This design comes from an exercise in tuning for small area and a short achievable clock period on the open sky130 flow, not from production work. At most, simulation tests tie the RTL to the original design; equivalence was not proved. The RTL of run 6 was laid out without a check of its function.

<file path="design/flow/design.v">
module mdu_ctrl #(
  parameter int MULT_CYCLES = 5,
  parameter int DIV_CYCLES  = 10
) (
  input  logic        clk,
  input  logic        reset,
  input  logic        start,
  input  logic [2:0]  md_op,
  input  logic [31:0] rs_val,
  input  logic [31:0] rt_val,
  input  logic        md_use,
  output logic        busy,
  output logic        stall,
  output logic [31:0] hi,
  output logic [31:0] lo
);
  logic [3:0]  cnt;
  logic        is_div, sgn_r, a_neg_r, s_q_r, dz_r, e_r, bprev_r;
  logic [31:0] acc;     
  logic [31:0] breg;    
  logic [31:0] mreg;    
  wire op_mul   = (md_op[2:1] == 2'b00);
  wire op_div   = (md_op[2:1] == 2'b01);
  wire op_sgn   = ~md_op[0];
  wire issue    = start & ~busy;
  wire go_mul   = issue & op_mul;
  wire go_div   = issue & op_div;
  wire fin_mul  = busy & ~is_div & (cnt == 4'd5);
  wire fin_div  = busy &  is_div & (cnt == 4'd10);
  wire a_neg_in = op_sgn & rs_val[31];
  wire d_neg_in = op_sgn & rt_val[31];
  wire s_q_in   = a_neg_in ^ d_neg_in;
  wire [2:0]  n_top = rs_val[31:29] ^ {3{a_neg_in}};
  wire [31:0] m_eff = busy ? mreg : (rt_val ^ {32{op_div & ~s_q_in}});
  wire        m_sx  = busy ? (sgn_r & mreg[31]) : (op_sgn & rt_val[31]);
  wire [31:0] bsrc  = busy ? breg : rs_val;
  wire [34:0] mx1 = {m_sx, m_sx, m_sx, m_eff};
  wire [34:0] mx2 = {m_sx, m_sx, m_eff, 1'b0};
  wire [2:0]  dg [3];
  wire [34:0] ma [3];
  wire [34:0] ms [3];
  assign dg[0] = {bsrc[1], bsrc[0], busy & bprev_r};
  assign dg[1] = fin_mul ? {sgn_r & bsrc[1], sgn_r & bsrc[1], bsrc[1]} : {bsrc[3], bsrc[2], bsrc[1]};
  assign dg[2] = {bsrc[5], bsrc[4], bsrc[3]};
  assign ma[0] = {{3{acc[31]}}, acc};
  assign ma[1] = {{2{ms[0][34]}}, ms[0][34:2]};
  assign ma[2] = {{2{ms[1][34]}}, ms[1][34:2]};
  for (genvar r = 0; r < 3; r++) begin : mrow
    wire onex = dg[r][1] ^ dg[r][0];
    wire twox = (dg[r][2] & ~dg[r][1] & ~dg[r][0]) | (~dg[r][2] & dg[r][1] & dg[r][0]);
    wire [34:0] pp = ((mx1 & {35{onex}}) | (mx2 & {35{twox}})) ^ {35{dg[r][2]}};
    wire [35:0] sum = {ma[r], 1'b1} + {pp, dg[r][2]};
    assign ms[r] = sum[35:1];
  end
  wire [31:0] dr [4];       
  wire        de [4];       
  wire        qb [3];
  assign dr[0] = acc[31:0];
  assign de[0] = e_r;
  for (genvar r = 0; r < 3; r++) begin : drow
    wire [31:0] da = {dr[r][30:0], breg[31-r]};
    wire [33:0] sum = {1'b0, da, 1'b1} + {1'b0, mreg, ~s_q_r};
    wire [31:0] ds  = sum[32:1];
    wire        co  = sum[33];
    wire ok = a_neg_r ? ~(dr[r][31] & co) : (dr[r][31] | co);
    assign dr[r+1] = ok ? ds : da;
    assign de[r+1] = (de[r] & ~breg[31-r]) | (~ok & ~(|ds));
    assign qb[r]   = ok ^ s_q_r;
  end
  wire [2:0] dm     = d_neg_in ? (3'd0 - rt_val[2:0]) : rt_val[2:0];
  wire       dsmall = (d_neg_in ? (&rt_val[31:3]) : ~(|rt_val[31:3])) & (|rt_val[2:0]);
  wire [2:0] dms    = dsmall ? dm : 3'd1;
  wire [2:0] nt     = n_top;
  wire [2:0] nqs    = nt / dms;
  wire [2:0] nrs    = nt % dms;
  wire [2:0] nqv    = dsmall ? nqs : 3'd0;
  wire       nq2    = nqv[2];
  wire       nq1    = nqv[1];
  wire       nq0    = nqv[0];
  wire [3:0] nr     = {1'b0, dsmall ? nrs : nt};
  wire       ne     = dsmall & (nrs == dm - 3'd1);
  wire [31:0] lo_pre = {breg[29:0], qb[0], qb[1]};
  wire        inc    = s_q_r ^ (a_neg_r & de[2]);
  wire [31:0] lo_div = lo_pre + {31'd0, inc};
  wire [31:0] hi_div = dr[2] & ~{32{a_neg_r & de[2]}};
  always_ff @(posedge clk) begin
    if (reset) begin
      busy   <= 1'b0;
      cnt    <= 4'd0;
      is_div <= 1'b0;
      acc    <= 32'd0;
      hi     <= 32'd0;
      lo     <= 32'd0;
    end else begin
      if (go_mul | go_div) begin
        busy   <= 1'b1;
        cnt    <= 4'd1;
        is_div <= op_div;
      end else if (fin_mul | fin_div) begin
        busy   <= 1'b0;
      end else if (busy) begin
        cnt    <= cnt + 4'd1;
      end
      if (go_mul || (busy && !is_div && !fin_mul))
        acc <= ms[2][33:2];
      else if (go_div)
        acc <= {{28{a_neg_in}}, nr ^ {4{a_neg_in}}};
      else if (busy && is_div && !fin_div)
        acc <= dr[3];
      else
        acc <= 32'd0;
      if (fin_mul) begin
        hi <= ms[1][31:0];
        lo <= {ms[0][1:0], breg[31:2]};
      end else if (fin_div) begin
        if (!dz_r) begin
          hi <= hi_div;
          lo <= lo_div;
        end
      end else if (issue && md_op == 3'b100) begin
        hi <= rs_val;
      end else if (issue && md_op == 3'b101) begin
        lo <= rs_val;
      end
    end
  end
  always_ff @(posedge clk) begin
    mreg <= m_eff;
    if (!busy) begin
      sgn_r   <= op_sgn;
      a_neg_r <= a_neg_in;
      s_q_r   <= s_q_in;
      dz_r    <= (rt_val == 32'd0);
      e_r     <= ne;
    end else begin
      e_r     <= de[3];
    end
    if (is_div & busy)
      breg <= {breg[28:0], qb[0], qb[1], qb[2]};
    else if (busy)
      breg <= {ms[2][1:0], ms[1][1:0], ms[0][1:0], breg[31:6]};
    else if (op_div)
      breg <= {rs_val[28:0], nq2 ^ s_q_in, nq1 ^ s_q_in, nq0 ^ s_q_in};
    else
      breg <= {ms[2][1:0], ms[1][1:0], ms[0][1:0], rs_val[31:6]};
    bprev_r <= bsrc[5];
  end
  assign stall = md_use & (start | busy);
endmodule
</file>
<file path="design/flow/flow/ripple_lcu.v">
// Ripple carry chain for Yosys's $lcu, so that every adder maps to a chain
// of full-adder cells instead of a parallel-prefix network.
(* techmap_celltype = "$lcu" *)
module _80_lcu_ripple (P, G, CI, CO);
  parameter WIDTH = 2;

  (* force_downto *)
  input [WIDTH-1:0] P, G;
  input CI;

  (* force_downto *)
  output [WIDTH-1:0] CO;

  genvar i;
  generate
    for (i = 0; i < WIDTH; i = i + 1) begin : stage
      if (i == 0) begin : first
        assign CO[i] = G[i] | (P[i] & CI);
      end else begin : rest
        assign CO[i] = G[i] | (P[i] & CO[i-1]);
      end
    end
  endgenerate
endmodule
</file>
<file path="design/flow/standard.sh">
#!/bin/bash
# synth_recipe.tcl (not shown) runs the flow's synth.tcl, then flattens the netlist and writes it again
# the make line also repeats each setting of config.mk as NAME=value (left out here)
make -C /OpenROAD-flow-scripts/flow DESIGN_CONFIG=/design/flow/config.mk WORK_HOME=/design/flow/orfs CLKGATE_MAP_FILE= SYNTH_SCRIPT=/design/flow/synth_recipe.tcl "${@:-finish}"
</file>
<file path="design/flow/config.mk">
export PLATFORM = sky130hd
export DESIGN_NAME = mdu_ctrl
export DESIGN_NICKNAME = mdu_ctrl
export VERILOG_FILES = /design/flow/design.v
export SDC_FILE = /design/flow/constraint.sdc
export NUM_CORES = 4
export LEC_CHECK = 0
export CAP_MARGIN = 20
export CORE_MARGIN = 2
export CORE_UTILIZATION = 55
export PLACE_DENSITY = 0.7
export SLEW_MARGIN = 20
</file>
<file path="design/flow/flow/run.sh">
#!/bin/bash
# The standard layout with four changes:
#  - Yosys maps every adder's carry network to a ripple chain ($lcu in
#    ripple_lcu.v), which the standard synthesis then turns into
#    full-adder cells;
#  - synth skips its quick generic ABC pass (-noabc), so the full adders are
#    extracted from the adders as written rather than from ABC's
#    restructured logic (which leaves inverters around every adder cell);
#  - after synthesis, the plain logic between the full adders and the
#    flip-flops is mapped again with Yosys's default ABC script, which finds
#    a smaller netlist than ORFS's speed script (remap.ys; flip-flops, full
#    and half adders and tie cells are kept as they are, names included);
#  - ports are buffered with buf_1 rather than the default delay-buffer cell.
# Everything else (floorplan, power grid, placement, CTS, routing) is
# standard.sh unchanged.  Each tool's full output goes to its own log here:
# synth_make.log, remap.log, layout_make.log; ORFS keeps each step's log
# under orfs/logs.
set -euo pipefail
here=$(cd "$(dirname "${BASH_SOURCE[0]}")" && pwd)
work=$(pwd)
res="$work/orfs/results/${FLOW_PLATFORM}/mdu_ctrl/base"
lib="$FLOW_HOME/platforms/${FLOW_PLATFORM}/lib/sky130_fd_sc_hd__tt_025C_1v80.lib"
export SYNTH_OPERATIONS_ARGS="-extra-map $here/ripple_lcu.v -noabc"
export BUFFER_PORTS_ARGS="-buffer_cell sky130_fd_sc_hd__buf_1"

# 1. standard synthesis (with the two settings above) up to the netlist
bash standard.sh "$res/1_2_yosys.v" > synth_make.log 2>&1

# 2. re-map the plain logic
cp "$res/1_2_yosys.v" "$work/1_2_yosys_orfs.v"
dont_use=""
for c in probe_p_8 probec_p_8 lpflow_bleeder_1 \
         lpflow_clkbufkapwr_1 lpflow_clkbufkapwr_16 lpflow_clkbufkapwr_2 \
         lpflow_clkbufkapwr_4 lpflow_clkbufkapwr_8 lpflow_clkinvkapwr_1 \
         lpflow_clkinvkapwr_16 lpflow_clkinvkapwr_2 lpflow_clkinvkapwr_4 \
         lpflow_clkinvkapwr_8 lpflow_decapkapwr_12 lpflow_decapkapwr_3 \
         lpflow_decapkapwr_4 lpflow_decapkapwr_6 lpflow_decapkapwr_8 \
         lpflow_inputiso0n_1 lpflow_inputiso0p_1 lpflow_inputiso1n_1 \
         lpflow_inputiso1p_1 lpflow_inputisolatch_1 lpflow_isobufsrc_1 \
         lpflow_isobufsrc_16 lpflow_isobufsrc_2 lpflow_isobufsrc_4 \
         lpflow_isobufsrc_8 lpflow_isobufsrckapwr_16 \
         lpflow_lsbuf_lh_hl_isowell_tap_1 lpflow_lsbuf_lh_hl_isowell_tap_2 \
         lpflow_lsbuf_lh_hl_isowell_tap_4 lpflow_lsbuf_lh_isowell_4 \
         lpflow_lsbuf_lh_isowell_tap_1 lpflow_lsbuf_lh_isowell_tap_2 \
         lpflow_lsbuf_lh_isowell_tap_4; do
  dont_use="$dont_use -dont_use sky130_fd_sc_hd__$c"
done
cat > "$work/remap.ys" <<EOF
read_liberty -ignore_miss_func $lib
read_verilog $work/1_2_yosys_orfs.v
hierarchy -check -top ${FLOW_TOP}
setattr -mod -set keep_hierarchy 1 sky130_fd_sc_hd__fa_* sky130_fd_sc_hd__ha_* sky130_fd_sc_hd__df* sky130_fd_sc_hd__edf* sky130_fd_sc_hd__sdf* sky130_fd_sc_hd__conb_*
flatten
opt -purge
abc -liberty $lib $dont_use
opt_clean -purge
hilomap -singleton -hicell sky130_fd_sc_hd__conb_1 HI -locell sky130_fd_sc_hd__conb_1 LO
insbuf -buf sky130_fd_sc_hd__buf_4 A X
splitnets
rename -hide w:*.*
opt_clean -purge
select ${FLOW_TOP}
stat -liberty $lib
write_verilog -noattr -noexpr -nohex -nodec -selected $res/1_2_yosys.v
EOF
"$FLOW_HOME/../tools/install/yosys/bin/yosys" -s "$work/remap.ys" > remap.log 2>&1

# 3. the rest of the standard layout from that netlist
bash standard.sh > layout_make.log 2>&1
</file>
<file path="design/flow/constraint.sdc">
create_clock -name core_clock -period 110.0 [get_ports {clk}]
set_input_delay 22.0000 -clock core_clock [delete_from_list [all_inputs] [get_ports {clk}]]
set_output_delay 22.0000 -clock core_clock [all_outputs]
set_load 0.01 [all_outputs]
</file>
==> impl_metrics.env, run 1 <==
export IMPL_slew_headroom_pct=35.24
export IMPL_io_count=137
export IMPL_post_drt_wl_per_cell_um=24.22
export IMPL_netlist_instances=1662
export IMPL_die_y_um=173.1
export IMPL_cp_num_buf_inv=2
export IMPL_die_width_um=173.1
export IMPL_clock_sinks=172
export IMPL_crit_path_arrival_time_ns=22.53
export IMPL_antenna_found_initial=0
export IMPL_synthesis_yosys_warnings=1
export IMPL_grt_busiest_layer="met2"
export IMPL_timing_hold_worst_path_depth=2
export IMPL_holdCritStartpoint="lo[31]"
export IMPL_drcViolationCount=0
export IMPL_rsz0062_at_grt="no"
export IMPL_later_pin_clock_latency_in_the_skew_report_ns=0.46
export IMPL_dp_cells=2143
export IMPL_num_fill_cells=2482
export IMPL_period_minus_slack_ns=44.53
export IMPL_areaGrowthSynthToFinish_pct=9.045
export IMPL_synth_area_per_cell_um2=9.463
export IMPL_slowest_stage="sky130_fd_sc_hd__buf_1"
export IMPL_root_buffer="sky130_fd_sc_hd__clkbuf_16"
export IMPL_antenna_diode_count=0
export IMPL_drt_first_iter_violations=1777
export IMPL_reg2reg_depth=109
export IMPL_drt_pass1_iterations=7
export IMPL_critPathTopFamily="buffers and inverters"
export IMPL_setup_viol=0
export IMPL_clkTransAtPathRegs_ns=0.08
export IMPL_antenna_violating_nets_post_route=0
export IMPL_area_of_all_placed_cells_without_fillers_um2=17150
export IMPL_critical_path_most_common_cell="sky130_fd_sc_hd__buf_1"
export IMPL_effective_utilization_at_floorplan_pct=56.30
export IMPL_h_tree_depth=4
export IMPL_post_route_period_util_pct=40.49
export IMPL_die_area_um2=29960
export IMPL_cts_resized=0
export IMPL_cts_tree="built"
export IMPL_grt_pass1_wl_um=82950
export IMPL_syn_cell_area_um2=15730
export IMPL_critPathLaunchType="input pin"
export IMPL_hold_worst_slack_ns=0.4667
export IMPL_grt_usage_pct=35.77
export IMPL_fp_row_count=61
export IMPL_max_slew_worst_pin_slew_ns=0.9612
export IMPL_number_of_buffer_cells_added_on_primary_ports=136
export IMPL_final_hold_violation_count=0
export IMPL_routabilityCongestion=0.9405
export IMPL_post_dp_cell_area_um2=16550
export IMPL_worstSetupPathType="in2out"
export IMPL_viasPerCell=6.540
export IMPL_deepest_clock_path_buffer_count=2
export IMPL_crit_path_start="start"
export IMPL_layout_nets=2100
export IMPL_pin_count_of_the_biggest_net_entering_global_routing=66
export IMPL_cts_made_buffers=17
export IMPL_grt_util_met3_pct=7.938
export IMPL_globalRoute_totalOverflow=0
export IMPL_cell_chain_critical_path="buf_1, o21a_1, buf_1"
export IMPL_finalWirelength_um=52700
export IMPL_grtUsageMet2_pct=53.10
export IMPL_fraction_of_met1_tracks_used_by_global_routing_pct=50.30
export IMPL_cts_post_setup_buffers_inserted=0
export IMPL_final_max_slew_violation_count=0
export IMPL_r2r_start="s_q_r"
export IMPL_utilization_pct=61.39
export IMPL_worst_r2r_setup_slack_ns=68.00
export IMPL_critical_path_endpoint_type="primary output"
export IMPL_fin_worst_skew_ns=0.01612
export IMPL_final_layout_size_suffix_gt1_share_pct=4.727
export IMPL_setup_total_negative_slack_ns=0
export IMPL_synth_net_count=1977
export IMPL_finalNonFillerCells=2176
export IMPL_critical_path_required_ns=88.00
export IMPL_postCtsHoldBufs=0
export IMPL_cp_slowest_stage_delay_ns=0.24
export IMPL_max_frequency_mhz=22.45
export IMPL_post_dp_hpwl_um=39330
export IMPL_hold_path_class="reg2reg"
export IMPL_vias_after_detailed_routing=14230
export IMPL_vias_in_the_first_global_route=14160
export IMPL_maxCapViolCount=0
export IMPL_status="complete, no violations"
export IMPL_core_region_area_um2=27930
export IMPL_path_max_fanout=2
export IMPL_cp_depth=3
layer usage:
metal / vias to the layer above / share of wire, %
li1: 6287 / -
met1: 6940 / 41
met2: 876 / 43
met3: 128 / 11
met4: 0 / 4.5
met5: - / 0
worst reg2reg max path: cells and delay by family, from the launching register on:
| family | cells | cell delay, ns |
|---|---|---|
| AOI/OAI and AO/OA | 8 | 1.82 |
| adders and majority gates | 93 | 36.99 |
| buffers and inverters | 3 | 0.82 |
| DFF | 1 | 0.66 |
| muxes | 2 | 0.99 |
| and+or+nand+nor | 3 | 0.63 |
registers in the layout, summed over array words and instances (netlist names):
| name | cells |
|---|---|
| acc | 32 |
| breg | 32 |
| hi | 32 |
| lo | 32 |
| mreg | 32 |
| cnt | 4 |
| a_neg_r | 1 |
| bprev_r | 1 |
| busy | 1 |
| dz_r | 1 |
| e_r | 1 |
| is_div | 1 |
| s_q_r | 1 |
| sgn_r | 1 |
layout by cell type, fill, tap and decap left out, drive strengths merged, types with 4 or more instances in the layout:
master / count
a21oi: 111
mux2i: 9
buf: 167
a221oi: 31
nor3: 36
o22ai: 148
a311oi: 19
mux2: 60
nor2: 147
xor2: 42
o211ai: 4
clkinv: 66
xnor2: 107
a22oi: 6
a211oi: 30
ha: 44
edfxtp: 4
o21ai: 56
nor3b: 4
nand3: 36
nand2: 149
nand4: 13
fa: 200
and3: 11
o21a: 6
nor4: 28
a222oi: 12
inv: 7
nand2b: 8
clkbuf: 19
or2: 7
dfxtp: 168
per-stage QoR:
stage | setup WS, ns
after CTS | 65.49
after global routing | 65.47
after detailed placement | 65.49
final | 65.47
after floorplan | 65.82
after global placement | 65.49
worst paths after layout:
path | to
setup reg to reg | acc[2]
hold / removal | lo[31]
hold reg to reg | lo[31]
setup / recovery | stall
area by class of cell:
cell class	instances	area, um2	area share [%]
clock buffers	18	439.2	2.561
repair buffers	168	755.7	4.407
flip-flops and latches	172	3485	20.32
inverters	61	229.0	1.335
well taps	378	473.0	2.758
clock inverters	14	147.6	0.8609
multi-input cells	1365	11620	67.76
==> run 2: changes to the inputs <==
--- a/design/flow/config.mk
+++ b/design/flow/config.mk
@@ -8,5 +8,6 @@
 export CAP_MARGIN = 20
 export CORE_MARGIN = 2
-export CORE_UTILIZATION = 55
-export PLACE_DENSITY = 0.7
+export CORE_UTILIZATION = 70
+export GPL_TIMING_DRIVEN = 0
+export PLACE_DENSITY = 0.8
 export SLEW_MARGIN = 20
==> run 2 against run 1 <==
Largest cell class unchanged. First-iteration DRC count increased by 14%. Flip-flop and latch count stayed put. Die area fell by 21%. Global-route usage up 12 points. Critical path type unchanged. Final area up 5.0%. Sequential share of layout area is 0.96 points lower. Still clean.
==> impl_metrics.env, run 2 <==
export IMPL_status="complete, no violations"
export IMPL_sequential_cell_area_um2=3487
export IMPL_rsz0062_at_grt="no"
export IMPL_cts_made_buffers=17
export IMPL_critPathLaunchType="input pin"
export IMPL_crit_path_start="start"
export IMPL_max_frequency_mhz=22.53
export IMPL_most_frequent_cells_in_the_layout="sky130_fd_sc_hd__fa_1 (200), sky130_fd_sc_hd__dfxtp_1 (167), sky130_fd_sc_hd__o22ai_1 (148)"
export IMPL_cell_chain_critical_path="buf_1, o21a_1, buf_1"
export IMPL_grt_usage_pct=47.64
export IMPL_final_layout_size_suffix_gt1_share_pct=8.239
export IMPL_cp_num_buf_inv=2
export IMPL_setup_viol=0
export IMPL_critical_path_endpoint_type="primary output"
export IMPL_cts_post_setup_buffers_inserted=0
export IMPL_deepest_clock_path_buffer_count=2
export IMPL_dp_worst_setup_slack_ns=65.61
export IMPL_antenna_found_initial=0
export IMPL_antenna_violating_nets_post_route=0
export IMPL_postCtsHoldBufs=0
export IMPL_period_minus_slack_ns=44.39
export IMPL_finalWirelength_um=54750
export IMPL_final_max_slew_violation_count=0
export IMPL_drt_first_iter_violations=2030
export IMPL_root_buffer="sky130_fd_sc_hd__clkbuf_16"
export IMPL_layout_cells_most_common="sky130_fd_sc_hd__fa_1"
export IMPL_post_dp_hpwl_um=41520
export IMPL_io_count=137
export IMPL_syn_cell_area_um2=15730
export IMPL_cts_resized=0
export IMPL_antenna_diode_count=0
export IMPL_h_tree_depth=4
export IMPL_viasPerCell=7.066
export IMPL_layout_nets=2159
export IMPL_die_y_um=153.9
export IMPL_slew_headroom_pct=35.93
export IMPL_cts_tree="built"
export IMPL_post_route_period_util_pct=40.36
export IMPL_setup_ws_ns=65.61
export IMPL_later_pin_clock_latency_in_the_skew_report_ns=0.46
export IMPL_die_width_um=153.9
export IMPL_crit_path_arrival_time_ns=22.39
export IMPL_worst_r2r_setup_slack_ns=67.59
export IMPL_holdCritStartpoint="lo[31]"
export IMPL_number_of_buffer_cells_added_on_primary_ports=136
export IMPL_synth_net_count=1977
export IMPL_die_area_um2=23680
export IMPL_utilization_pct=82.05
export IMPL_core_region_area_um2=21960
export IMPL_path_max_fanout=2
export IMPL_drcViolationCount=0
export IMPL_hold_path_class="reg2reg"
export IMPL_max_slew_worst_pin_slew_ns=0.9566
export IMPL_fin_worst_skew_ns=0.01918
export IMPL_globalRoute_totalOverflow=0
export IMPL_pin_count_of_the_biggest_net_entering_global_routing=46
export IMPL_setup_total_negative_slack_ns=0
export IMPL_final_hold_violation_count=0
export IMPL_r2r_start="s_q_r"
export IMPL_num_fill_cells=1468
export IMPL_slowest_stage="sky130_fd_sc_hd__buf_1"
export IMPL_vias_in_the_first_global_route=15360
export IMPL_multi_input_gate_area_um2=11720
export IMPL_cp_slowest_stage_delay_ns=0.14
export IMPL_critical_path_required_ns=88.00
export IMPL_critical_path_most_common_cell="sky130_fd_sc_hd__buf_1"
export IMPL_synth_area_per_cell_um2=9.463
export IMPL_post_drt_wl_per_cell_um=25.62
export IMPL_worstSetupPathType="in2out"
export IMPL_clock_sinks=172
export IMPL_netlist_instances=1662
export IMPL_drt_pass1_iterations=13
export IMPL_fp_row_count=54
export IMPL_synthesis_yosys_warnings=1
export IMPL_vias_after_detailed_routing=15100
export IMPL_critPathTopFamily="buffers and inverters"
export IMPL_effective_utilization_at_floorplan_pct=71.62
export IMPL_areaGrowthSynthToFinish_pct=14.55
export IMPL_clkTransAtPathRegs_ns=0.08
export IMPL_grt_pass1_wl_um=86270
export IMPL_maxCapViolCount=0
export IMPL_routabilityCongestion=0.9713
[run 2: through the flow]
step / hold WS, ns / cell area, um2 / cells
floorplan: 0.4262 / 15730 / 1662
global placement: 0.4419 / 16590 / 2078
detailed placement: 0.4777 / 17420 / 2105
CTS: 0.4886 / 18010 / 2137
global route: 0.5039 / 18020 / 2137
finish: 0.4836 / 18020 / 2137
[run 2: final cells by class]
cell class	instances	share of cell area [%]
sequential	172	19.36
buffer	64	2.667
tap	280	1.945
multi-input combinational	1365	65.07
clock inverter	13	0.8473
inverter	61	1.271
clock buffer	19	2.459
timing repair buffer	163	6.382
[run 2: tightest hold or removal path, stage by stage (launching register included)]
cell,delay (ns)
sky130_fd_sc_hd__dfxtp_1,0.32
sky130_fd_sc_hd__nand2_1,0.05
sky130_fd_sc_hd__a21oi_1,0.06
[run 2: metal layers]
metal | vias to the layer above | part of all wire [%] | global-route usage [%]
met3 | 261 | 14 | 14.37
li1 | 6407 | - | -
met4 | 0 | 6.7 | 27.95
met2 | 1227 | 44 | 71.90
met5 | - | 0 | 0
met1 | 7205 | 35 | 61.17
[run 2: path summary, 6_finish.rpt]
check / end / cells after the start
max: stall / 3
min: lo[31] / 2
max reg2reg: acc[2] / 110
min reg2reg: lo[31] / 2
==> run 3: changes to the inputs <==
--- a/design/flow/config.mk
+++ b/design/flow/config.mk
@@ -9,5 +9,4 @@
 export CORE_MARGIN = 2
 export CORE_UTILIZATION = 70
-export GPL_TIMING_DRIVEN = 0
 export PLACE_DENSITY = 0.8
 export SLEW_MARGIN = 20
==> run 3 against run 2 <==
Final cell count fell by 2.8%. Maximum frequency barely moved. Register-to-register slack better by 0.09 ns. Via count fell by 1.7%. Largest cell class unchanged.
==> impl_metrics.env, run 3 <==
export IMPL_netlist_instances=1662
export IMPL_syn_cell_area_um2=15730
export IMPL_globalRoute_totalOverflow=0
export IMPL_setup_viol=0
export IMPL_post_drt_wl_per_cell_um=25.72
export IMPL_max_slew_worst_pin_slew_ns=0.9234
export IMPL_critical_path_required_ns=88.00
export IMPL_drcViolationCount=0
export IMPL_root_buffer="sky130_fd_sc_hd__clkbuf_16"
export IMPL_later_pin_clock_latency_in_the_skew_report_ns=0.45
export IMPL_drt_first_iter_violations=1954
export IMPL_cts_made_buffers=17
export IMPL_final_layout_size_suffix_gt1_share_pct=4.727
export IMPL_number_of_buffer_cells_added_on_primary_ports=136
export IMPL_effective_utilization_at_floorplan_pct=71.62
export IMPL_antenna_found_initial=1
export IMPL_layout_cells_most_common="sky130_fd_sc_hd__fa_1"
export IMPL_post_dp_hpwl_um=38840
export IMPL_layout_nets=2100
export IMPL_most_frequent_cells_in_the_layout="sky130_fd_sc_hd__fa_1 (200), sky130_fd_sc_hd__dfxtp_1 (167), sky130_fd_sc_hd__o22ai_1 (148)"
export IMPL_vias_in_the_first_global_route=14910
export IMPL_critPathLaunchType="input pin"
export IMPL_max_frequency_mhz=22.54
export IMPL_num_fill_cells=1608
export IMPL_multi_input_gate_area_um2=11620
export IMPL_critical_path_endpoint_type="primary output"
export IMPL_rsz0062_at_grt="no"
export IMPL_period_minus_slack_ns=44.37
export IMPL_clkTransAtPathRegs_ns=0.08
export IMPL_fin_worst_skew_ns=0.01803
export IMPL_areaGrowthSynthToFinish_pct=8.608
export IMPL_cts_post_setup_buffers_inserted=0
export IMPL_sequential_cell_area_um2=3485
export IMPL_h_tree_depth=4
export IMPL_dp_worst_setup_slack_ns=65.63
export IMPL_antenna_violating_nets_post_route=0
export IMPL_die_width_um=153.9
export IMPL_synth_net_count=1977
export IMPL_setup_ws_ns=65.63
export IMPL_vias_after_detailed_routing=14840
export IMPL_grt_usage_pct=46.58
export IMPL_finalWirelength_um=53450
export IMPL_drt_pass1_iterations=9
export IMPL_worstSetupPathType="in2out"
export IMPL_io_count=137
export IMPL_hold_path_class="reg2reg"
export IMPL_path_max_fanout=2
export IMPL_die_area_um2=23680
export IMPL_cts_tree="built"
export IMPL_deepest_clock_path_buffer_count=2
export IMPL_setup_total_negative_slack_ns=0
export IMPL_postCtsHoldBufs=0
export IMPL_cts_resized=0
export IMPL_pin_count_of_the_biggest_net_entering_global_routing=66
export IMPL_clock_sinks=172
export IMPL_viasPerCell=7.142
export IMPL_timing_hold_worst_path_depth=2
export IMPL_reg2reg_depth=108
export IMPL_slew_headroom_pct=36.68
export IMPL_fp_row_count=54
export IMPL_post_route_period_util_pct=40.34
export IMPL_final_max_slew_violation_count=0
export IMPL_die_y_um=153.9
export IMPL_routabilityCongestion=0.9412
export IMPL_final_hold_violation_count=0
export IMPL_synth_area_per_cell_um2=9.463
export IMPL_status="complete, no violations"
export IMPL_antenna_diode_count=0
export IMPL_crit_path_arrival_time_ns=22.37
export IMPL_core_region_area_um2=21960
export IMPL_maxCapViolCount=0
export IMPL_synthesis_yosys_warnings=1
export IMPL_grt_pass1_wl_um=84510
==> run 3: final timing paths <==
check	startpoint	end	slack, ns
max	start	stall	65.63
min	lo[31]	lo[31]	0.46
max reg2reg	s_q_r	e_r	67.68
min reg2reg	lo[31]	lo[31]	0.46
==> run 3: metrics by stage <==
step	hold WS [ns]	cells	cell area, um2	utilization, %
final	0.4556	2078	17080	77.79
after global routing	0.5016	2078	17080	77.79
after CTS	0.4536	2078	17080	77.79
after detailed placement	0.4424	2046	16440	74.85
after global placement	0.4409	2046	16440	74.85
after floorplan	0.4262	1662	15730	-
==> run 3: layer usage <==
| metal | up-vias | global-route usage [%] | wire length, um |
|---|---|---|---|
| li1 | 6290 | - | - |
| met1 | 7166 | 62.12 | 19390 |
| met2 | 1182 | 70.48 | 23370 |
| met3 | 202 | 11.78 | 7358 |
| met4 | 2 | 25.10 | 3319 |
| met5 | - | 0 | 13 |
==> run 3: cell type report <==
type,instances,area share [%]
Clock buffer,17,2.490
Sequential cell,172,20.40
Tap cell,280,2.051
Multi-Input combinational cell,1365,68.03
Clock inverter,15,1.282
Inverter,61,1.340
Timing Repair Buffer,168,4.402
==> run 3: critical path, stage by stage <==
cell                     delay, ns
sky130_fd_sc_hd__buf_1        0.09
sky130_fd_sc_hd__o21a_1       0.16
sky130_fd_sc_hd__buf_1        0.12
==> run 4: changes to the inputs <==
--- a/design/flow/config.mk
+++ b/design/flow/config.mk
@@ -9,4 +9,7 @@
 export CORE_MARGIN = 2
 export CORE_UTILIZATION = 70
+export CTS_BUF_LIST = sky130_fd_sc_hd__clkbuf_8 sky130_fd_sc_hd__clkbuf_16
+export CTS_CLUSTER_DIAMETER = 15
+export CTS_CLUSTER_SIZE = 8
 export PLACE_DENSITY = 0.8
 export SLEW_MARGIN = 20
==> run 4 against run 3 <==
Critical path depth stayed put. Register-to-register slack hardly changed. Die area stayed put. First-iteration DRC count stayed put. Area after synthesis stayed put. Maximum frequency stayed put. Synthesized cell count stayed put. Worst hold slack stayed put.
==> impl_metrics.env, run 4 <==
export IMPL_status="complete, no violations"
export IMPL_dp_cells=2046
export IMPL_core_region_area_um2=21960
export IMPL_cts_made_buffers=17
export IMPL_max_slew_worst_pin_slew_ns=0.9234
export IMPL_multi_input_gate_area_um2=11620
export IMPL_syn_cell_area_um2=15730
export IMPL_die_area_um2=23680
export IMPL_timing_rr_end="e_r"
export IMPL_worstSetupPathType="in2out"
export IMPL_die_y_um=153.9
export IMPL_antenna_diode_count=0
export IMPL_areaGrowthSynthToFinish_pct=8.608
export IMPL_root_buffer="sky130_fd_sc_hd__clkbuf_16"
export IMPL_drt_first_iter_violations=1954
export IMPL_critical_path_required_ns=88.00
export IMPL_vias_in_the_first_global_route=14910
export IMPL_slew_headroom_pct=36.68
export IMPL_deepest_clock_path_buffer_count=2
export IMPL_num_fill_cells=1608
export IMPL_final_max_slew_violation_count=0
export IMPL_most_frequent_cells_in_the_layout="sky130_fd_sc_hd__fa_1 (200), sky130_fd_sc_hd__dfxtp_1 (167), sky130_fd_sc_hd__o22ai_1 (148)"
export IMPL_post_drt_wl_per_cell_um=25.72
export IMPL_grt_usage_pct=46.58
export IMPL_layout_cells_most_common="sky130_fd_sc_hd__fa_1"
export IMPL_netlist_instances=1662
export IMPL_drcViolationCount=0
export IMPL_io_count=137
export IMPL_vias_after_detailed_routing=14840
export IMPL_hold_path_class="reg2reg"
export IMPL_layout_nets=2100
export IMPL_dp_worst_setup_slack_ns=65.63
export IMPL_maxCapViolCount=0
export IMPL_synth_area_per_cell_um2=9.463
export IMPL_cts_post_setup_buffers_inserted=0
export IMPL_worst_r2r_setup_slack_ns=67.68
export IMPL_effective_utilization_at_floorplan_pct=71.62
export IMPL_later_pin_clock_latency_in_the_skew_report_ns=0.45
export IMPL_antenna_violating_nets_post_route=0
export IMPL_path_max_fanout=2
export IMPL_routabilityCongestion=0.9412
export IMPL_cts_tree="built"
export IMPL_drt_pass1_iterations=9
export IMPL_number_of_buffer_cells_added_on_primary_ports=136
export IMPL_clkTransAtPathRegs_ns=0.08
export IMPL_crit_end="stall"
export IMPL_setup_viol=0
export IMPL_fp_row_count=54
export IMPL_finalWirelength_um=53450
export IMPL_setup_total_negative_slack_ns=0
export IMPL_grt_pass1_wl_um=84510
export IMPL_utilization_pct=77.79
export IMPL_period_minus_slack_ns=44.37
export IMPL_synth_net_count=1977
export IMPL_h_tree_depth=4
export IMPL_fin_worst_skew_ns=0.01803
export IMPL_final_hold_violation_count=0
export IMPL_critPathLaunchType="input pin"
export IMPL_setup_ws_ns=65.63
export IMPL_pin_count_of_the_biggest_net_entering_global_routing=66
export IMPL_globalRoute_totalOverflow=0
export IMPL_final_layout_size_suffix_gt1_share_pct=4.727
export IMPL_max_frequency_mhz=22.54
export IMPL_finalNonFillerCells=2078
export IMPL_reg2reg_depth=108
export IMPL_cts_resized=0
export IMPL_rsz0062_at_grt="no"
export IMPL_antenna_found_initial=1
export IMPL_postCtsHoldBufs=0
export IMPL_synthesis_yosys_warnings=1
export IMPL_clock_sinks=172
export IMPL_viasPerCell=7.142
export IMPL_crit_path_arrival_time_ns=22.37
export IMPL_die_width_um=153.9
export IMPL_sequential_cell_area_um2=3485
export IMPL_post_route_period_util_pct=40.34
export IMPL_critical_path_endpoint_type="primary output"
export IMPL_r2r_start="s_q_r"
export IMPL_post_dp_hpwl_um=38840
export IMPL_crit_path_start="start"
==> run 4: per-stage QoR <==
stage	hold slack, ns	instance area (um2)
after floorplan	0.4262	15730
after global placement	0.4409	16440
after detailed placement	0.4424	16440
after CTS	0.4536	17080
after global routing	0.5016	17080
final	0.4556	17080
==> run 4: per-layer routing <==
layer | track usage [%] | up-vias | share of wire (%)
li1 | - | 6290 | -
met1 | 62.12 | 7166 | 36
met2 | 70.48 | 1182 | 44
met3 | 11.78 | 202 | 14
met4 | 25.10 | 2 | 6.2
met5 | 0 | - | 0.024
==> run 4: area by class of cell <==
cell class | instances | area share, %
clock inverters | 15 | 1.282
repair buffers | 168 | 4.402
well taps | 280 | 2.051
multi-input cells | 1365 | 68.03
flip-flops and latches | 172 | 20.40
inverters | 61 | 1.340
clock buffers | 17 | 2.490
==> run 4: worst min path at each step <==
stage	from	endpoint	slack (ns)	cells after the start
after floorplan	lo[31]	lo[31]	0.43	2
after global placement	lo[31]	lo[31]	0.44	2
after detailed placement	lo[31]	lo[31]	0.44	2
after CTS	lo[31]	lo[31]	0.45	2
after global routing	lo[31]	lo[31]	0.50	2
final	lo[31]	lo[31]	0.46	2
==> run 4: worst max-delay path, stage by stage <==
cell and delay, ns:
sky130_fd_sc_hd__buf_1 0.09, sky130_fd_sc_hd__o21a_1 0.16, sky130_fd_sc_hd__buf_1 0.12
==> run 5: changes to the inputs <==
--- a/design/flow/config.mk
+++ b/design/flow/config.mk
@@ -9,7 +9,5 @@
 export CORE_MARGIN = 2
 export CORE_UTILIZATION = 70
-export CTS_BUF_LIST = sky130_fd_sc_hd__clkbuf_8 sky130_fd_sc_hd__clkbuf_16
-export CTS_CLUSTER_DIAMETER = 15
-export CTS_CLUSTER_SIZE = 8
-export PLACE_DENSITY = 0.8
+export CTS_BUF_LIST = sky130_fd_sc_hd__clkbuf_8
+export PLACE_DENSITY = 0.9
 export SLEW_MARGIN = 20
==> run 5 against run 4 <==
Synthesized cell count did not move. Setup slack worse by 0.099 ns. Final area down 1.7%. Critical endpoint unchanged. Clock skew rose by 0.0047 ns. Final cell count decreased by 0.19%. Core utilization fell by 1.3 points.
==> impl_metrics.env, run 5 <==
export IMPL_dp_worst_setup_slack_ns=65.53
export IMPL_netlist_instances=1662
export IMPL_setup_ws_ns=65.53
export IMPL_areaGrowthSynthToFinish_pct=6.770
export IMPL_synthesis_yosys_warnings=1
export IMPL_post_dp_hpwl_um=38670
export IMPL_antenna_diode_count=0
export IMPL_effective_utilization_at_floorplan_pct=71.62
export IMPL_fp_row_count=54
export IMPL_setup_viol=0
export IMPL_rsz0062_at_grt="no"
export IMPL_vias_after_detailed_routing=14960
export IMPL_max_slew_worst_pin_slew_ns=1.155
export IMPL_clock_sinks=172
export IMPL_syn_cell_area_um2=15730
export IMPL_final_layout_size_suffix_gt1_share_pct=4.571
export IMPL_drt_pass1_iterations=7
export IMPL_die_y_um=153.9
export IMPL_worstSetupPathType="in2out"
export IMPL_status="complete, no violations"
export IMPL_area_of_all_placed_cells_without_fillers_um2=16790
export IMPL_final_max_slew_violation_count=0
export IMPL_io_count=137
export IMPL_slew_headroom_pct=22.96
export IMPL_post_dp_cell_area_um2=16410
export IMPL_critPathLaunchType="input pin"
export IMPL_synth_area_per_cell_um2=9.463
export IMPL_hold_path_class="reg2reg"
export IMPL_grt_busiest_layer="met2"
export IMPL_die_width_um=153.9
export IMPL_layout_nets=2096
export IMPL_vias_in_the_first_global_route=14890
export IMPL_critical_path_endpoint_type="primary output"
export IMPL_antenna_violating_nets_post_route=0
export IMPL_core_region_area_um2=21960
export IMPL_layout_cells_most_common="sky130_fd_sc_hd__fa_1"
export IMPL_drt_first_iter_violations=2249
export IMPL_die_area_um2=23680
export IMPL_reg2reg_depth=111
export IMPL_path_max_fanout=2
export IMPL_number_of_buffer_cells_added_on_primary_ports=136
export IMPL_grt_usage_pct=45.69
export IMPL_viasPerCell=7.211
export IMPL_h_tree_depth=4
export IMPL_grt_pass1_wl_um=83160
export IMPL_fin_worst_skew_ns=0.02275
export IMPL_postCtsHoldBufs=0
export IMPL_cts_post_setup_buffers_inserted=0
export IMPL_period_minus_slack_ns=44.47
export IMPL_clkTransAtPathRegs_ns=0.11
export IMPL_globalRoute_totalOverflow=0
export IMPL_cts_made_buffers=17
export IMPL_crit_path_arrival_time_ns=22.47
export IMPL_timing_hold_worst_path_depth=2
export IMPL_grt_util_met3_pct=11.47
export IMPL_min_delay_worst_endpoint="lo[31]"
export IMPL_fraction_of_met1_tracks_used_by_global_routing_pct=59.92
export IMPL_post_drt_wl_per_cell_um=25.56
export IMPL_routabilityCongestion=1.026
export IMPL_max_frequency_mhz=22.49
export IMPL_cts_tree="built"
export IMPL_critical_path_required_ns=88.00
export IMPL_later_pin_clock_latency_in_the_skew_report_ns=0.50
export IMPL_most_frequent_cells_in_the_layout="sky130_fd_sc_hd__fa_1 (200), sky130_fd_sc_hd__dfxtp_1 (167), sky130_fd_sc_hd__o22ai_1 (148)"
export IMPL_holdCritStartpoint="lo[31]"
export IMPL_maxCapViolCount=0
export IMPL_deepest_clock_path_buffer_count=2
export IMPL_r2r_start="s_q_r"
export IMPL_setup_total_negative_slack_ns=0
export IMPL_finalWirelength_um=53020
export IMPL_root_buffer="sky130_fd_sc_hd__clkbuf_8"
export IMPL_worst_r2r_setup_slack_ns=67.65
export IMPL_synth_net_count=1977
export IMPL_antenna_found_initial=0
export IMPL_timing_rr_end="acc[2]"
export IMPL_pin_count_of_the_biggest_net_entering_global_routing=67
export IMPL_drcViolationCount=0
export IMPL_grtUsageMet2_pct=68.47
export IMPL_post_route_period_util_pct=40.43
export IMPL_final_hold_violation_count=0
export IMPL_hold_worst_slack_ns=0.4764
export IMPL_utilization_pct=76.47
export IMPL_cts_resized=0
## run 5: layout make-up
class / instances / area, um2
clock buffers: 17 / 234.0
clock inverters: 15 / 142.6
fillers: 1579 / 5166
inverters: 61 / 229.0
multi-input cells: 1365 / 11630
flip-flops and latches: 172 / 3485
well taps: 280 / 350.3
repair buffers: 164 / 721.9
## run 5: routing by layer
layer | up-vias | part of all wire [%]
met5 | - | 0
met4 | 0 | 7.4
met3 | 286 | 14
met2 | 1247 | 44
met1 | 7144 | 35
li1 | 6278 | -
## run 5: per-stage QoR
stage,std cells
global route,2074
CTS,2074
detailed placement,2042
finish,2074
floorplan,1662
global placement,2042
## run 5: worst max-delay path, cell delays in order
cell                     delay (ns)
sky130_fd_sc_hd__buf_1         0.10
sky130_fd_sc_hd__o21a_1        0.17
sky130_fd_sc_hd__buf_1         0.20
## run 5: worst max-delay path by stage
stage,to,depth (start not counted),start
finish,stall,3,start
global route,stall,3,start
CTS,stall,3,start
detailed placement,stall,3,start
global placement,stall,3,start
floorplan,stall,1,start
==> run 6: changes to the inputs <==
--- a/design/flow/design.v
+++ b/design/flow/design.v
@@ -28,4 +28,5 @@
   wire fin_mul  = busy & ~is_div & (cnt == 4'd5);
   wire fin_div  = busy &  is_div & (cnt == 4'd10);
+  wire dmode    = busy &  is_div;
   wire a_neg_in = op_sgn & rs_val[31];
   wire d_neg_in = op_sgn & rt_val[31];
@@ -35,4 +36,7 @@
   wire        m_sx  = busy ? (sgn_r & mreg[31]) : (op_sgn & rt_val[31]);
   wire [31:0] bsrc  = busy ? breg : rs_val;
+  wire        qb_0, qb_1, de_2;
+  wire        inc   = s_q_r ^ (a_neg_r & de_2);
+  wire        q_cy  = inc & qb_0 & qb_1;
   wire [34:0] mx1 = {m_sx, m_sx, m_sx, m_eff};
   wire [34:0] mx2 = {m_sx, m_sx, m_eff, 1'b0};
@@ -40,5 +44,5 @@
   wire [34:0] ma [3];
   wire [34:0] ms [3];
-  assign dg[0] = {bsrc[1], bsrc[0], busy & bprev_r};
+  assign dg[0] = dmode ? 3'b000 : {bsrc[1], bsrc[0], busy & bprev_r};
   assign dg[1] = fin_mul ? {sgn_r & bsrc[1], sgn_r & bsrc[1], bsrc[1]} : {bsrc[3], bsrc[2], bsrc[1]};
   assign dg[2] = {bsrc[5], bsrc[4], bsrc[3]};
@@ -50,5 +54,7 @@
     wire twox = (dg[r][2] & ~dg[r][1] & ~dg[r][0]) | (~dg[r][2] & dg[r][1] & dg[r][0]);
     wire [34:0] pp = ((mx1 & {35{onex}}) | (mx2 & {35{twox}})) ^ {35{dg[r][2]}};
-    wire [35:0] sum = {ma[r], 1'b1} + {pp, dg[r][2]};
+    wire lsb_a = (r == 0 && dmode) ? q_cy : 1'b1;
+    wire lsb_b = (r == 0 && dmode) ? 1'b1 : dg[r][2];
+    wire [35:0] sum = {ma[r], lsb_a} + {pp, lsb_b};
     assign ms[r] = sum[35:1];
   end
@@ -56,8 +62,11 @@
   wire        de [4];       
   wire        qb [3];
-  assign dr[0] = acc[31:0];
+  assign dr[0] = breg;
   assign de[0] = e_r;
+  assign qb_0  = qb[0];
+  assign qb_1  = qb[1];
+  assign de_2  = de[2];
   for (genvar r = 0; r < 3; r++) begin : drow
-    wire [31:0] da = {dr[r][30:0], breg[31-r]};
+    wire [31:0] da = {dr[r][30:0], acc[31-r]};
     wire [33:0] sum = {1'b0, da, 1'b1} + {1'b0, mreg, ~s_q_r};
     wire [31:0] ds  = sum[32:1];
@@ -65,5 +74,5 @@
     wire ok = a_neg_r ? ~(dr[r][31] & co) : (dr[r][31] | co);
     assign dr[r+1] = ok ? ds : da;
-    assign de[r+1] = (de[r] & ~breg[31-r]) | (~ok & ~(|ds));
+    assign de[r+1] = (de[r] & ~acc[31-r]) | (~ok & ~(|ds));
     assign qb[r]   = ok ^ s_q_r;
   end
@@ -80,7 +89,5 @@
   wire [3:0] nr     = {1'b0, dsmall ? nrs : nt};
   wire       ne     = dsmall & (nrs == dm - 3'd1);
-  wire [31:0] lo_pre = {breg[29:0], qb[0], qb[1]};
-  wire        inc    = s_q_r ^ (a_neg_r & de[2]);
-  wire [31:0] lo_div = lo_pre + {31'd0, inc};
+  wire [31:0] lo_div = {ms[0][29:0], qb[0] ^ (inc & qb[1]), qb[1] ^ inc};
   wire [31:0] hi_div = dr[2] & ~{32{a_neg_r & de[2]}};
   always_ff @(posedge clk) begin
@@ -105,7 +112,7 @@
         acc <= ms[2][33:2];
       else if (go_div)
-        acc <= {{28{a_neg_in}}, nr ^ {4{a_neg_in}}};
+        acc <= {rs_val[28:0], nq2 ^ s_q_in, nq1 ^ s_q_in, nq0 ^ s_q_in};
       else if (busy && is_div && !fin_div)
-        acc <= dr[3];
+        acc <= {acc[28:0], qb[0], qb[1], qb[2]};
       else
         acc <= 32'd0;
@@ -136,10 +143,10 @@
       e_r     <= de[3];
     end
-    if (is_div & busy)
-      breg <= {breg[28:0], qb[0], qb[1], qb[2]};
+    if (dmode)
+      breg <= dr[3];
     else if (busy)
       breg <= {ms[2][1:0], ms[1][1:0], ms[0][1:0], breg[31:6]};
     else if (op_div)
-      breg <= {rs_val[28:0], nq2 ^ s_q_in, nq1 ^ s_q_in, nq0 ^ s_q_in};
+      breg <= {{28{a_neg_in}}, nr ^ {4{a_neg_in}}};
     else
       breg <= {ms[2][1:0], ms[1][1:0], ms[0][1:0], rs_val[31:6]};
--- a/design/flow/config.mk
+++ b/design/flow/config.mk
@@ -9,5 +9,4 @@
 export CORE_MARGIN = 2
 export CORE_UTILIZATION = 70
-export CTS_BUF_LIST = sky130_fd_sc_hd__clkbuf_8
-export PLACE_DENSITY = 0.9
+export PLACE_DENSITY = 0.8
 export SLEW_MARGIN = 20
==> run 6 against run 5 <==
Critical path depth grew 118. Critical path type is now reg2reg. Routed wire length grew 12%. Clock skew shrank 0.0062 ns. Maximum frequency shrank 2.9%. Die area shrank 0.42%. Final cell count grew 3.5%. Area after synthesis shrank 0.43%. Clock-buffer cell count grew 2.
==> impl_metrics.env, run 6 <==
export IMPL_fp_row_count=54
export IMPL_layout_cells_most_common="sky130_fd_sc_hd__nand2_1"
export IMPL_later_pin_clock_latency_in_the_skew_report_ns=0.46
export IMPL_post_drt_wl_per_cell_um=27.67
export IMPL_grt_usage_pct=50.86
export IMPL_rsz0062_at_grt="no"
export IMPL_post_route_period_util_pct=41.64
export IMPL_die_y_um=153.6
export IMPL_critical_path_endpoint_type="register"
export IMPL_timing_hold_worst_path_depth=2
export IMPL_setup_ws_ns=64.19
export IMPL_antenna_found_initial=0
export IMPL_holdCritStartpoint="lo[1]"
export IMPL_clkTransAtPathRegs_ns=0.08
export IMPL_viasPerCell=7.373
export IMPL_deepest_clock_path_buffer_count=2
export IMPL_synthesis_yosys_warnings=1
export IMPL_slowest_stage="sky130_fd_sc_hd__edfxtp_1"
export IMPL_most_frequent_cells_in_the_layout="sky130_fd_sc_hd__nand2_1 (211), sky130_fd_sc_hd__fa_1 (200), sky130_fd_sc_hd__dfxtp_1 (167)"
export IMPL_hold_worst_slack_ns=0.4704
export IMPL_cts_post_setup_buffers_inserted=0
export IMPL_final_layout_size_suffix_gt1_share_pct=4.606
export IMPL_synth_net_count=2015
export IMPL_max_slew_worst_pin_slew_ns=1.172
export IMPL_dp_worst_setup_slack_ns=64.65
export IMPL_status="complete, no violations"
export IMPL_area_of_all_placed_cells_without_fillers_um2=17010
export IMPL_effective_utilization_at_floorplan_pct=71.54
export IMPL_root_buffer="sky130_fd_sc_hd__clkbuf_16"
export IMPL_r2r_start="s_q_r"
export IMPL_die_area_um2=23580
export IMPL_cts_resized=0
export IMPL_maxCapViolCount=0
export IMPL_reg2reg_depth=121
export IMPL_cts_tree="built"
export IMPL_timing_rr_end="acc[31]"
export IMPL_finalWirelength_um=59420
export IMPL_h_tree_depth=4
export IMPL_clock_sinks=172
export IMPL_areaGrowthSynthToFinish_pct=8.637
export IMPL_cp_slowest_stage_delay_ns=0.64
export IMPL_netlist_instances=1730
export IMPL_routabilityCongestion=1.051
export IMPL_io_count=137
export IMPL_postCtsHoldBufs=0
export IMPL_drcViolationCount=0
export IMPL_drt_pass1_iterations=6
export IMPL_grt_pass1_wl_um=90870
export IMPL_die_width_um=153.6
export IMPL_final_max_slew_violation_count=0
export IMPL_antenna_diode_count=0
export IMPL_path_max_fanout=35
export IMPL_max_frequency_mhz=21.83
export IMPL_min_delay_worst_endpoint="lo[1]"
export IMPL_layout_nets=2139
export IMPL_fin_worst_skew_ns=0.01659
export IMPL_hold_path_class="reg2reg"
export IMPL_antenna_violating_nets_post_route=0
export IMPL_syn_cell_area_um2=15660
export IMPL_core_region_area_um2=21890
export IMPL_critical_path_most_common_cell="sky130_fd_sc_hd__fa_1"
export IMPL_critPathLaunchType="register"
export IMPL_setup_viol=0
export IMPL_worst_r2r_setup_slack_ns=64.19
export IMPL_post_dp_hpwl_um=42730
export IMPL_cts_made_buffers=17
export IMPL_vias_after_detailed_routing=15830
export IMPL_setup_total_negative_slack_ns=0
export IMPL_crit_path_arrival_time_ns=46.15
export IMPL_slew_headroom_pct=21.88
export IMPL_pin_count_of_the_biggest_net_entering_global_routing=67
export IMPL_vias_in_the_first_global_route=15540
export IMPL_worstSetupPathType="reg2reg"
export IMPL_critical_path_required_ns=110.34
export IMPL_drt_first_iter_violations=2358
export IMPL_period_minus_slack_ns=45.81
export IMPL_final_hold_violation_count=0
export IMPL_number_of_buffer_cells_added_on_primary_ports=136
export IMPL_globalRoute_totalOverflow=0
export IMPL_post_dp_cell_area_um2=16410
export IMPL_synth_area_per_cell_um2=9.052
==> run 6: cell count changes in the layout (fill, tap and decap cells not counted), moves of 23 or more <==
cell | before | now
sky130_fd_sc_hd__a22oi_1 | 6 | 51
sky130_fd_sc_hd__o21ai_0 | 52 | 82
sky130_fd_sc_hd__xnor2_1 | 107 | 81
sky130_fd_sc_hd__mux2_1 | 60 | 32
sky130_fd_sc_hd__nand2_1 | 147 | 211
sky130_fd_sc_hd__ha_1 | 44 | 14
sky130_fd_sc_hd__xor2_1 | 41 | 70
sky130_fd_sc_hd__nor2_1 | 143 | 120
sky130_fd_sc_hd__a21oi_1 | 108 | 148
==> run 6: critical path: cells and delay by family, from the launching register on <==
family	cells	cell delay (ns)
simple gates	6	0.93
buf+inv	2	0.46
fa+ha+maj	102	41.38
xor+xnor	3	0.48
compound gates	8	1.80
flops	1	0.64
==> run 6: per-stage QoR <==
stage               std cells  util, %
floorplan                1730        -
global placement         2114    74.95
detailed placement       2114    74.95
CTS                      2146    77.68
global route             2147    77.71
finish                   2147    77.71
==> run 6: cell type report <==
cell class	instances	area (um2)
inverters	64	240.2
fillers	1586	4878
repair buffers	169	759.5
flip-flops and latches	172	3487
clock inverters	13	153.9
multi-input cells	1430	11580
clock buffers	19	442.9
well taps	280	350.3
==> run 6: worst max path at each step <==
stage                     startpoint  endpoint  slack, ns
after floorplan                start     stall      65.80
after global placement         start     stall      65.61
after detailed placement       s_q_r   acc[31]      64.65
after CTS                      s_q_r   acc[31]      64.56
after global routing           s_q_r   acc[31]      62.82
final                          s_q_r   acc[31]      64.19
==> run 6: per-layer routing <==
metal  vias to the layer above  routed length [um]  global-route usage, %
met2                      1492               25230                  74.69
met1                      7427               20190                  65.05
met5                         -                   0                  1.449
li1                       6508                   -                      -
met4                         0                4661                  30.58
met3                       402                9336                  17.70

separate check: timing with driven ports:
No port has a modelled driver above. Below, the same layouts with a new extraction and two added sets of constraints. Step 1, drivers: a clkbuf_16 drives clk and a buf_2 each remaining input, both assumed. Step 2 adds t to the input delays and takes it off the output delays; t is the mean of the earliest and latest rising clock arrival at the registers after step 1. Input paths then give back, and output paths get back, about the clock's delay inside the block. a / b / c = ideal ports / drivers / drivers and shift; a / b = the first two.
run	t, ns	slack for setup (ns)	worst setup path at the end	worst register clock-pin slew, ns
run 1	0.506	65.465 / 65.438 / 65.438	input to output	0.08 / 0.08
run 2	0.496	65.606 / 65.581 / 65.581	input to output	0.08 / 0.08
run 3	0.495	65.628 / 65.605 / 65.605	input to output	0.09 / 0.09
run 4	0.495	65.628 / 65.605 / 65.605	input to output	0.09 / 0.09
run 5	0.538	65.529 / 65.500 / 65.500	input to output	0.12 / 0.12
run 6	0.502	64.191 / 64.191 / 64.191	register to register	0.08 / 0.08
After both steps every run listed still meets setup and hold. The setup slack of run 5, which loses most, moves by -0.029 ns with the drivers and by -0.029 ns with both steps.
